This design comes from an exercise in tuning for small area and a short achievable clock period on the open sky130 flow, not from production work. Where RTL was checked, it was by simulation tests only, not by an equivalence proof against the original. Power and IR drop assume default switching activity.

==> flow/design.v (excerpt) <==
module arena_top
(
    input  logic                    Clk,
    input  logic                    rst_n,
    input  logic                    wb_cyc,
    input  logic                    wb_stb,
    input  logic                    wb_we,
    input  logic [3-1:0] wb_adr,
    input  logic [31:0]             wb_dat_w,
    output logic [31:0]             wb_dat_r,
    output logic                    wb_ack,
    input  arena_pkg::coord_t                  pix_x,
    input  arena_pkg::coord_t                  pix_y,
    input  logic                    pix_valid,
    input  logic                    frame_tick
);
    localparam int CW = 10;
    localparam int NS = 4;
    function automatic logic lt11(input logic [CW:0] a, input logic [CW:0] b);
        logic [15:0] g;
        logic [15:0] l;
        g = '0;
        l = '0;
        g[CW:0] = ~a & b;
        l[CW:0] = a & ~b;
        for (int s = 1; s < 16; s = s * 2) begin
            for (int i = 0; i + s < 16; i = i + 2 * s) begin
                g[i] = g[i+s] | (~l[i+s] & g[i]);
                l[i] = l[i+s] | (~g[i+s] & l[i]);
            end
        end
        lt11 = g[0];
    endfunction
    function automatic logic in_span(input logic [CW-1:0] p, input logic [CW-1:0] lo,
                                     input logic [CW:0] hi);
        in_span = !lt11({1'b0, p}, {1'b0, lo}) && lt11({1'b0, p}, hi);
    endfunction
    function automatic logic [CW-1:0] inc10(input logic [CW-1:0] c);
        logic [CW-1:0] m;    
        for (int i = 0; i < CW; i++) begin
            m = {CW{1'b1}} >> (CW - i);
            inc10[i] = c[i] ^ (&(c | ~m));
        end
    endfunction
  ...
Size in the first run: about 3,400 cells after synthesis, ~200 flip-flops, roughly 95 I/O pins.
export LEC_CHECK = 0
export ABC_AREA = 1
export CAP_MARGIN = 20
export CORE_MARGIN = 2
export CORE_UTILIZATION = 40
export SETUP_SLACK_MARGIN = 3.5
export SLEW_MARGIN = 20
export TNS_END_PERCENT = 0
create_clock -name core_clock -period 5.8 [get_ports {Clk}]
standard.sh (not shown) runs the stock make flow with config.mk's settings and CLKGATE_MAP_FILE= SYNTH_SCRIPT=/design/flow/synth_recipe.tcl, a recipe that flattens the netlist after the stock synthesis.
==> flow/flow/run.sh <==
#!/bin/bash
# The standard layout, with the port buffers made of plain buf cells (which the
# timing repair can resize) instead of ORFS's default delay-buffer choice.
set -euo pipefail
export BUFFER_PORTS_ARGS="-buffer_cell sky130_fd_sc_hd__buf_4"
bash standard.sh > standard_flow.log 2>&1
The baseline went through all stages and came out clean.
==> next run, changes <==
==> flow/flow/run.sh (replaced) <==
#!/bin/bash
# The standard layout with two changes:
#  - synthesis maps with the ABC script in flow/abc_area.script (selected by
#    ABC_AREA=1); the rest of the ORFS scripts are unchanged copies
#  - the port buffers are plain buf cells, which the timing repair can resize
set -euo pipefail
rm -rf scripts_copy
cp -r "$FLOW_HOME/scripts" scripts_copy
cp flow/abc_area.script scripts_copy/abc_area.script
export SCRIPTS_DIR="$PWD/scripts_copy"
export BUFFER_PORTS_ARGS="-buffer_cell sky130_fd_sc_hd__buf_4"
bash standard.sh > standard_flow.log 2>&1
==> flow/flow/abc_area.script (new file) <==
strash
dc2
balance
dch -f
map -B 0.9
topo
stime -c
buffer -c
upsize -c
dnsize -c
After rerunning:
- The changed run produced a clean layout
- worst hold slack improved by 0.020 ns
- first-iteration DRC count goes down by 24%
- count of clock-buffer cells in the layout goes up by 1
- combinational power goes down by 12%
- non-clock buffer count goes down by 11
- global-route usage goes up by 0.44 points
- final area goes down by 6.3%
- via count goes down by 8.0%
- fmax goes down by about 2.4%
==> next run, changes <==
==> flow/flow/run.sh (replaced) <==
#!/bin/bash
# The standard layout with these changes:
#  - synthesis maps with the ABC script in flow/abc_area.script (selected by
#    ABC_AREA=1) and leaves adders to ABC (no ADDER_MAP_FILE); the rest of the
#    ORFS scripts are unchanged copies
#  - the port buffers are plain buf cells, which the timing repair can resize
#  - timing repair may resize cells to other footprints
set -euo pipefail
rm -rf scripts_copy
cp -r "$FLOW_HOME/scripts" scripts_copy
cp flow/abc_area.script scripts_copy/abc_area.script
bash standard.sh "SCRIPTS_DIR=$PWD/scripts_copy" ADDER_MAP_FILE= \
    "BUFFER_PORTS_ARGS=-buffer_cell sky130_fd_sc_hd__buf_4" \
    MATCH_CELL_FOOTPRINT=0 finish > standard_flow.log 2>&1
--- a/flow/config.mk
+++ b/flow/config.mk
@@ -11 +11 @@
-export CORE_UTILIZATION = 40
+export CORE_UTILIZATION = 55
Utilization increases by 19 points.
Die area is lower by 31%.
Cell area came out lower by 2.5%.
==> next run, changes <==
--- a/flow/flow/run.sh
+++ b/flow/flow/run.sh
@@ -4,2 +4 @@
-#    ABC_AREA=1) and leaves adders to ABC (no ADDER_MAP_FILE); the rest of the
-#    ORFS scripts are unchanged copies
+#    ABC_AREA=1); the rest of the ORFS scripts are unchanged copies
@@ -12 +11 @@
-bash standard.sh "SCRIPTS_DIR=$PWD/scripts_copy" ADDER_MAP_FILE= \
+bash standard.sh "SCRIPTS_DIR=$PWD/scripts_copy" \
--- a/flow/config.mk
+++ b/flow/config.mk
@@ -11,2 +11,2 @@
-export CORE_UTILIZATION = 55
-export SETUP_SLACK_MARGIN = 3.5
+export CORE_UTILIZATION = 40
+export SETUP_SLACK_MARGIN = 3.8
The new run finished clean.
Wire length grows by roughly a tenth.
Cell count grows by a few percent.
Count of clock-buffer cells in the layout shrinks by 2.
Clock skew grows by 0.0083 ns.

========
Another version of the RTL of arena_top (not shown whole).
For scale: ~180 flip-flops, roughly 95 I/O pins.
==> flow/config.mk <==
export PLATFORM = sky130hd
export DESIGN_NAME = arena_top
export DESIGN_NICKNAME = arena_top
export VERILOG_FILES = /design/flow/design.v
export SDC_FILE = /design/flow/constraint.sdc
export NUM_CORES = 4
export LEC_CHECK = 0
export ABC_AREA = 1
export CAP_MARGIN = 20
export CORE_MARGIN = 2
export CORE_UTILIZATION = 40
export SETUP_SLACK_MARGIN = 3.0
export SLEW_MARGIN = 20
export TNS_END_PERCENT = 0
==> flow/constraint.sdc <==
create_clock -name core_clock -period 5.8 [get_ports {Clk}]
set_input_delay 1.1600 -clock core_clock [delete_from_list [all_inputs] [get_ports {Clk}]]
set_output_delay 1.1600 -clock core_clock [all_outputs]
set_load 0.01 [all_outputs]
run.sh (not shown) runs the stock make flow with config.mk's settings and CLKGATE_MAP_FILE= SYNTH_SCRIPT=/design/flow/synth_recipe.tcl, a recipe that flattens the netlist after the stock synthesis.
Stock flow here: none of the scripts above is used.
Change:
Settings changed: SETUP_SLACK_MARGIN 3.0 to 3.3.
The changed run produced a clean layout. Critical path depth is higher by 4. Register-to-register slack gets better by 0.07 ns. Combinational power is higher by about 3%. First-iteration DRC count is higher by 1.2%. Via count stays flat. Total power is higher by 0.44%.
Change:
Settings changed: SETUP_SLACK_MARGIN 3.3 to not set, TNS_END_PERCENT 0 to not set.
Result: Worst hold slack loses 0.022 ns; final area decreases by 6.1%; non-clock buffer count falls by 70; clock-buffer cell count came out lower by 1; synthesized cell count stays the same.
Function was not checked in any run of this note: the RTL went through the layout flow alone.

========
RTL: one of the versions met above, not the one the previous note started from.
Size: about 200 flip-flops, about 95 I/O pins.
Settings: LEC_CHECK=0, ABC_AREA=1, CAP_MARGIN=20, CORE_MARGIN=2, CORE_UTILIZATION=40, SETUP_SLACK_MARGIN=3.5, SLEW_MARGIN=20, TNS_END_PERCENT=0; clock period 5.8 ns.
Then changed:
==> flow/flow/run.sh (new file) <==
#!/bin/bash
# The standard layout with these changes:
#  - synthesis maps with the ABC script in flow/abc_area.script (selected by
#    ABC_AREA=1) and leaves adders to ABC (no ADDER_MAP_FILE); the rest of the
#    ORFS scripts are unchanged copies
#  - the port buffers are plain buf cells, which the timing repair can resize
#  - timing repair may resize cells to other footprints
set -euo pipefail
rm -rf scripts_copy
cp -r "$FLOW_HOME/scripts" scripts_copy
cp flow/abc_area.script scripts_copy/abc_area.script
bash standard.sh "SCRIPTS_DIR=$PWD/scripts_copy" ADDER_MAP_FILE= \
    "BUFFER_PORTS_ARGS=-buffer_cell sky130_fd_sc_hd__buf_4" \
    MATCH_CELL_FOOTPRINT=0 finish > standard_flow.log 2>&1
==> flow/flow/abc_area.script (new file) <==
strash
dc2
balance
dch -f
map -B 0.9
topo
stime -c
buffer -c
upsize -c
dnsize -c
==> flow/standard.sh (new file) <==
#!/bin/bash
# synth_recipe.tcl (not shown) runs the flow's synth.tcl, then flattens the netlist and writes it again
# the make line also repeats each setting of config.mk as NAME=value (left out here)
make -C /OpenROAD-flow-scripts/flow DESIGN_CONFIG=/design/flow/config.mk WORK_HOME=/design/flow/orfs CLKGATE_MAP_FILE= SYNTH_SCRIPT=/design/flow/synth_recipe.tcl "${@:-finish}"
removed: flow/run.sh
The new run produced a clean layout.
Total power is lower slightly.
Synthesized area came out lower by roughly a tenth.
Count of clock-buffer cells in the layout went up by 2.
Combinational power went down by a little under a tenth.
Worst setup slack improved by 120 ps.
Wire length is lower by a few percent.
Then changed:
==> flow/flow/abc_area.script (replaced) <==
strash
dc2
dch
map -a
topo
stime -c
buffer -c
upsize -c
dnsize -c
Worst setup slack degrades by 330 ps.
Via count falls by 3.9%.
Fmax falls by 11%.
Flip-flop and latch count is unchanged.
Final cell count falls by 6.9%.
Wire length falls by 4.1%.
Final area falls by 4.4%.
Then changed:
==> flow/flow/run.sh (replaced) <==
#!/bin/bash
# The standard layout with two changes:
#  - synthesis maps with the ABC script in flow/abc_area.script (selected by
#    ABC_AREA=1); the rest of the ORFS scripts are unchanged copies
#  - the port buffers are plain buf cells, which the timing repair can resize
set -euo pipefail
rm -rf scripts_copy
cp -r "$FLOW_HOME/scripts" scripts_copy
cp flow/abc_area.script scripts_copy/abc_area.script
export SCRIPTS_DIR="$PWD/scripts_copy"
export BUFFER_PORTS_ARGS="-buffer_cell sky130_fd_sc_hd__buf_4"
bash standard.sh > standard_flow.log 2>&1
Result:
- sequential power barely changes
- design area came out lower by a few percent
- power came out higher by a few percent
- flip-flop and latch count is unchanged
- clock-buffer cell count stays the same
- die area came out higher by a few percent
- clock skew came out higher by 6.9 ps
Then changed:
==> flow/run.sh (new file) <==
#!/bin/bash
# synth_recipe.tcl (not shown) runs the flow's synth.tcl, then flattens the netlist and writes it again
# the make line also repeats each setting of config.mk as NAME=value (left out here)
make -C /OpenROAD-flow-scripts/flow DESIGN_CONFIG=/design/flow/config.mk WORK_HOME=/design/flow/orfs CLKGATE_MAP_FILE= SYNTH_SCRIPT=/design/flow/synth_recipe.tcl finish
--- a/flow/config.mk
+++ b/flow/config.mk
@@ -12 +12 @@
-export SETUP_SLACK_MARGIN = 3.5
+export SETUP_SLACK_MARGIN = 3.2
removed: flow/flow/run.sh
removed: flow/flow/abc_area.script
removed: flow/standard.sh
Effect: Clock-buffer cell count is higher by 1. Via count is higher by 16%. Total power climbs by about 1.8%. Wire length increases by about 6%. Final area rises by 15%. Worst setup slack gains 350 ps. Critical path depth is lower by 1.
Then changed:
==> flow/flow/run.sh (new file) <==
#!/bin/bash
# The standard layout with these changes:
#  - synthesis maps with the ABC script in flow/abc_area.script (selected by
#    ABC_AREA=1); the rest of the ORFS scripts are unchanged copies
#  - the port buffers are plain buf cells, which the timing repair can resize
#  - timing repair may resize cells to other footprints
set -euo pipefail
rm -rf scripts_copy
cp -r "$FLOW_HOME/scripts" scripts_copy
cp flow/abc_area.script scripts_copy/abc_area.script
bash standard.sh "SCRIPTS_DIR=$PWD/scripts_copy" \
    "BUFFER_PORTS_ARGS=-buffer_cell sky130_fd_sc_hd__buf_4" \
    MATCH_CELL_FOOTPRINT=0 finish > standard_flow.log 2>&1
==> flow/flow/abc_area.script (new file) <==
strash
dc2
balance
dch -f
map -B 0.9
topo
stime -c
buffer -c
upsize -c
dnsize -c
==> flow/standard.sh (new file) <==
#!/bin/bash
# synth_recipe.tcl (not shown) runs the flow's synth.tcl, then flattens the netlist and writes it again
# the make line also repeats each setting of config.mk as NAME=value (left out here)
make -C /OpenROAD-flow-scripts/flow DESIGN_CONFIG=/design/flow/config.mk WORK_HOME=/design/flow/orfs CLKGATE_MAP_FILE= SYNTH_SCRIPT=/design/flow/synth_recipe.tcl "${@:-finish}"
--- a/flow/config.mk
+++ b/flow/config.mk
@@ -12 +12 @@
-export SETUP_SLACK_MARGIN = 3.2
+export SETUP_SLACK_MARGIN = 3.5
removed: flow/run.sh
Effect:
- The new run completed with no timing, DRC or antenna violations
- worst hold slack improves by 21 ps
- setup slack gets worse by 42 ps
- fmax goes down by 1.5%
- synthesized area shrinks by 5.4%
- design area went down by 8.8%
- combinational power drops by 18%
- core utilization went down by 1.7 points
- clock skew goes up by 3.8 ps
- routed wire length went down by 4.3%

[re-timing with driven ports]
In the flow no input, the clock included, has a driving cell. The finished layouts below were timed again as built, in two steps. Step 1 sets driving cells, clkbuf_16 on the clock port and buf_2 on the other inputs (assumed; they add their load-dependent delay and slew). Step 2 also shifts input and output timing later by t, the mid clock arrival at the registers, as if the neighbouring blocks saw the same clock. Three values: ideal, step 1, step 2; two values: the first two.
run | t (ns) | setup slack, ns | worst setup path after step 2 | clock arrival spread, ns | worst register clock-pin slew, ns
the first run of note 1 | 0.538 | 3.012 / 3.044 / 2.505 | input to register | 0.025 / 0.025 | 0.10 / 0.10
the second run of note 1 | 0.550 | 2.945 / 2.958 / 2.427 | input to register | 0.024 / 0.023 | 0.09 / 0.09
the third run of note 1 | 0.507 | 3.121 / 3.121 / 2.651 | input to register | 0.013 / 0.014 | 0.08 / 0.08
the fourth run of note 1 | 0.552 | 2.942 / 2.952 / 2.422 | input to register | 0.021 / 0.021 | 0.09 / 0.09
the first run of note 2 | 0.534 | 2.812 / 2.837 / 2.303 | input to register | 0.016 / 0.016 | 0.08 / 0.08
the second run of note 2 | 0.534 | 2.880 / 2.877 / 2.343 | input to register | 0.016 / 0.016 | 0.09 / 0.09
the third run of note 2 | 0.540 | 1.592 / 1.617 / 1.077 | input to register | 0.017 / 0.017 | 0.09 / 0.09
the first run of note 3 | 0.548 | 3.097 / 3.126 / 2.578 | input to register | 0.021 / 0.021 | 0.09 / 0.09
the second run of note 3 | 0.573 | 3.218 / 3.242 / 2.671 | input to register | 0.019 / 0.019 | 0.09 / 0.09
the third run of note 3 | 0.554 | 2.893 / 2.917 / 2.363 | input to register | 0.016 / 0.015 | 0.09 / 0.09
the fourth run of note 3 | 0.570 | 2.630 / 2.644 / 2.089 | input to register | 0.022 / 0.021 | 0.10 / 0.10
the fifth run of note 3 | 0.536 | 2.984 / 3.007 / 2.472 | input to register | 0.018 / 0.017 | 0.09 / 0.09
the sixth run of note 3 | 0.552 | 2.942 / 2.952 / 2.422 | input to register | 0.021 / 0.021 | 0.09 / 0.09
After both steps every run listed still meets setup and hold. The setup slack of the second run of note 3, which loses most, moves by +0.024 ns with the drivers and by -0.547 ns with both steps.
